What follows belongs to an exercise in optimizing a design on an open flow for small area; a production flow would make more cautious choices.
Function was checked by simulation only, so behaviour that the tests miss may differ from the original.
Power is estimated from default activity; no workload was simulated.

== before ==
==> flow/design.v <==
package mips_pkg;
  typedef enum logic [1:0] {
    IDLE = 2'd0,
    LOAD = 2'd1,
    RUN  = 2'd2
  } state_t;
  localparam logic [31:0] NOP_INSTR  = 32'h0000_0000;
  localparam int          WORD_SHIFT = 2;
endpackage
module ifm_hold (
  input  logic q,
  input  logic d,
  input  logic we,
  input  logic nwe,
  output logic y
);
  assign y = (q | we) & (d | nwe);
endmodule
module ifm_rd3 (
  input  logic a0,
  input  logic a1,
  input  logic a2,
  input  logic s0,
  input  logic s1,
  input  logic s2,
  output logic yn
);
  assign yn = ~((a0 & s0) | (a1 & s1) | (a2 & s2));
endmodule
module instr_fetch_mem #(
  parameter int DATA_WIDTH = 32,
  parameter int ADDR_WIDTH = 32,
  parameter int MEM_DEPTH  = 64
) (
  input  logic                  clk,
  input  logic                  rst,
  input  logic                  prog_en,
  input  logic                  run_en,
  input  logic                  load_we,
  input  logic [ADDR_WIDTH-1:0] load_addr,
  input  logic [DATA_WIDTH-1:0] load_data,
  output logic [15:0]           load_count,
  output logic                  load_err,
  input  logic                  fetch_req,
  input  logic [ADDR_WIDTH-1:0] fetch_addr,
  input  logic                  fetch_stall,
  output logic                  fetch_ready,
  output logic                  instr_valid,
  output logic [DATA_WIDTH-1:0] instr,
  output logic [ADDR_WIDTH-1:0] instr_addr,
  output logic                  fault_misal,
  output logic                  fault_range,
  output logic [1:0]            mode
);
  localparam int IDX_W = $clog2(MEM_DEPTH);
  localparam int TOP_B = IDX_W + mips_pkg::WORD_SHIFT;
  localparam int N3    = MEM_DEPTH / 3;
  localparam int NT    = N3 + MEM_DEPTH % 3;
  logic [1:0] state;
  logic       in_load, in_run;
  logic       l_ok, l_wr, l_drop, enter_load, rd_ok;
  logic [IDX_W-1:0] widx, ridx;
  assign in_load = state[0];
  assign in_run  = state[1];
  assign mode    = state;
  assign l_ok   = (load_addr[1:0] == 2'b00)
                & (load_addr[ADDR_WIDTH-1:TOP_B] == '0);
  assign l_wr   = in_load & load_we & l_ok;
  assign l_drop = in_load & load_we & !l_ok;
  assign enter_load = prog_en & !in_load;
  assign fetch_ready = in_run & !fetch_stall;
  assign fault_misal = (instr_addr[1:0] != 2'b00);
  assign fault_range = (instr_addr[ADDR_WIDTH-1:TOP_B] != '0);
  assign rd_ok       = !fault_misal & !fault_range;
  assign widx = load_addr[TOP_B-1:mips_pkg::WORD_SHIFT];
  assign ridx = instr_addr[TOP_B-1:mips_pkg::WORD_SHIFT];
  logic [DATA_WIDTH-1:0] mem    [MEM_DEPTH];
  logic [DATA_WIDTH-1:0] mem_nx [MEM_DEPTH];
  logic [MEM_DEPTH-1:0]  wsel, nwsel, rsel;
  logic [DATA_WIDTH-1:0] term_n [NT];
  always_comb begin
    for (int i = 0; i < MEM_DEPTH; i++) begin
      wsel[i]  = l_wr & (widx == IDX_W'(i));
      nwsel[i] = !wsel[i];
      rsel[i]  = rd_ok & (ridx == IDX_W'(i));
    end
  end
  for (genvar i = 0; i < MEM_DEPTH; i++) begin : g_word
    for (genvar b = 0; b < DATA_WIDTH; b++) begin : g_bit
      ifm_hold u_hold (
        .q  (mem[i][b]),
        .d  (load_data[b]),
        .we (wsel[i]),
        .nwe(nwsel[i]),
        .y  (mem_nx[i][b])
      );
    end
    always_ff @(posedge clk) mem[i] <= mem_nx[i];
  end
  for (genvar j = 0; j < N3; j++) begin : g_rd
    for (genvar b = 0; b < DATA_WIDTH; b++) begin : g_bit
      ifm_rd3 u_rd (
        .a0(mem[3*j][b]), .a1(mem[3*j+1][b]), .a2(mem[3*j+2][b]),
        .s0(rsel[3*j]), .s1(rsel[3*j+1]), .s2(rsel[3*j+2]),
        .yn(term_n[j][b])
      );
    end
  end
  for (genvar j = 3 * N3; j < MEM_DEPTH; j++) begin : g_rd1
    assign term_n[N3 + j - 3 * N3] = ~(mem[j] & {DATA_WIDTH{rsel[j]}});
  end
  always_comb begin
    instr = '0;
    for (int j = 0; j < NT; j++) instr = instr | ~term_n[j];
  end
  always_ff @(posedge clk) begin
    if (rst) state <= 2'b00;
    else begin
      state[0] <= prog_en;
      state[1] <= !prog_en & !in_load & (in_run | run_en);
    end
  end
  always_ff @(posedge clk) begin
    if (rst || enter_load) begin
      load_count <= '0;
      load_err   <= 1'b0;
    end else begin
      if (l_wr && load_count != 16'hFFFF)
        load_count <= load_count + 16'd1;
      if (l_drop)
        load_err <= 1'b1;
    end
  end
  always_ff @(posedge clk) begin
    if (rst || !in_run || prog_en) instr_valid <= 1'b0;
    else if (!fetch_stall)         instr_valid <= fetch_req;
  end
  logic [ADDR_WIDTH-1:0] iaddr_nx;
  for (genvar b = 0; b < ADDR_WIDTH; b++) begin : g_iaddr
    ifm_hold u_hold (
      .q  (instr_addr[b]),
      .d  (fetch_addr[b]),
      .we (!fetch_stall),
      .nwe(fetch_stall),
      .y  (iaddr_nx[b])
    );
  end
  always_ff @(posedge clk) instr_addr <= iaddr_nx;
endmodule
clock: 8.0 ns
lec_check: 0
cap_margin: 20
core_margin: 2
core_utilization: 55
place_density: 0.65
slew_margin: 20
synth_hierarchical: 1
standard.sh (not shown) runs the stock make flow with config.mk's settings and CLKGATE_MAP_FILE= SYNTH_SCRIPT=/design/flow/synth_recipe.tcl, a recipe that flattens the netlist after the stock synthesis.
==> flow/flow/run.sh <==
#!/bin/bash
# Standard ORFS layout with a leaner clock tree (no dummy loads, larger
# sink clusters driven by clkbuf_16) and minimum-size port buffers.
set -euo pipefail
export CTS_ARGS="-sink_clustering_enable -repair_clock_nets -dont_use_dummy_load -buf_list sky130_fd_sc_hd__clkbuf_16 -sink_clustering_size 28 -sink_clustering_max_diameter 70"
export BUFFER_PORTS_ARGS="-buffer_cell sky130_fd_sc_hd__buf_1"
bash standard.sh finish > standard.log 2>&1
diff inputs: before => after
- changing CORE_UTILIZATION from 55 to 60
- changing PLACE_DENSITY from 0.65 to 0.7
Across both runs, maximum frequency was lower for after than for before.
Going from before to after, the count of clock-buffer cells in the layout was found to have gone down by 8.
Between before and after, the routed wire length does not differ in any meaningful way.
Static leakage power essentially unchanged between before and after.
Higher setup slack after placement among before and after: before
Summary — area of the core, after relative to before: lower, by about 8%.
Against before, after reports a via count of the first global-routing pass that is higher.
Looking at worst setup path startpoint, the instr_addr[21] result is from after; the instr_addr[27] one comes from before.
after packs its core tighter than before.
Between after and before, the HPWL reported at the end of detailed placement does not differ in any meaningful way.
Sort before and after by minimum period implied by the final worst setup slack, descending, and after comes first.
Of before and after, the higher first-pass GRT wire length belongs to after.

## port drivers added, routing unchanged
The results above use ideal ports. As a check the final layouts listed here were re-extracted and re-timed, cells and wires unchanged. Step 1 assumes that a clkbuf_16 drives the clock port and a buf_2 every other input. Step 2 adds t to the input delays and takes it off the output delays; t is the mean of the earliest and latest rising clock arrival at the registers after step 1. Input paths then give back, and output paths get back, about the clock's delay inside the block. a / b / c = no drivers / after step 1 / after step 2; a / b = the first two.
| run | shift t [ns] | slack for setup (ns) | latest minus earliest clock arrival (ns) | worst data-port slew with drivers (ns) |
|---|---|---|---|---|
| before | 0.846 | 0.759 / 0.675 / 1.521 | 0.105 / 0.104 | 0.20 |
| after | 0.814 | 0.731 / 0.652 / 1.466 | 0.098 / 0.098 | 0.19 |
After both steps every run listed still meets setup and hold.
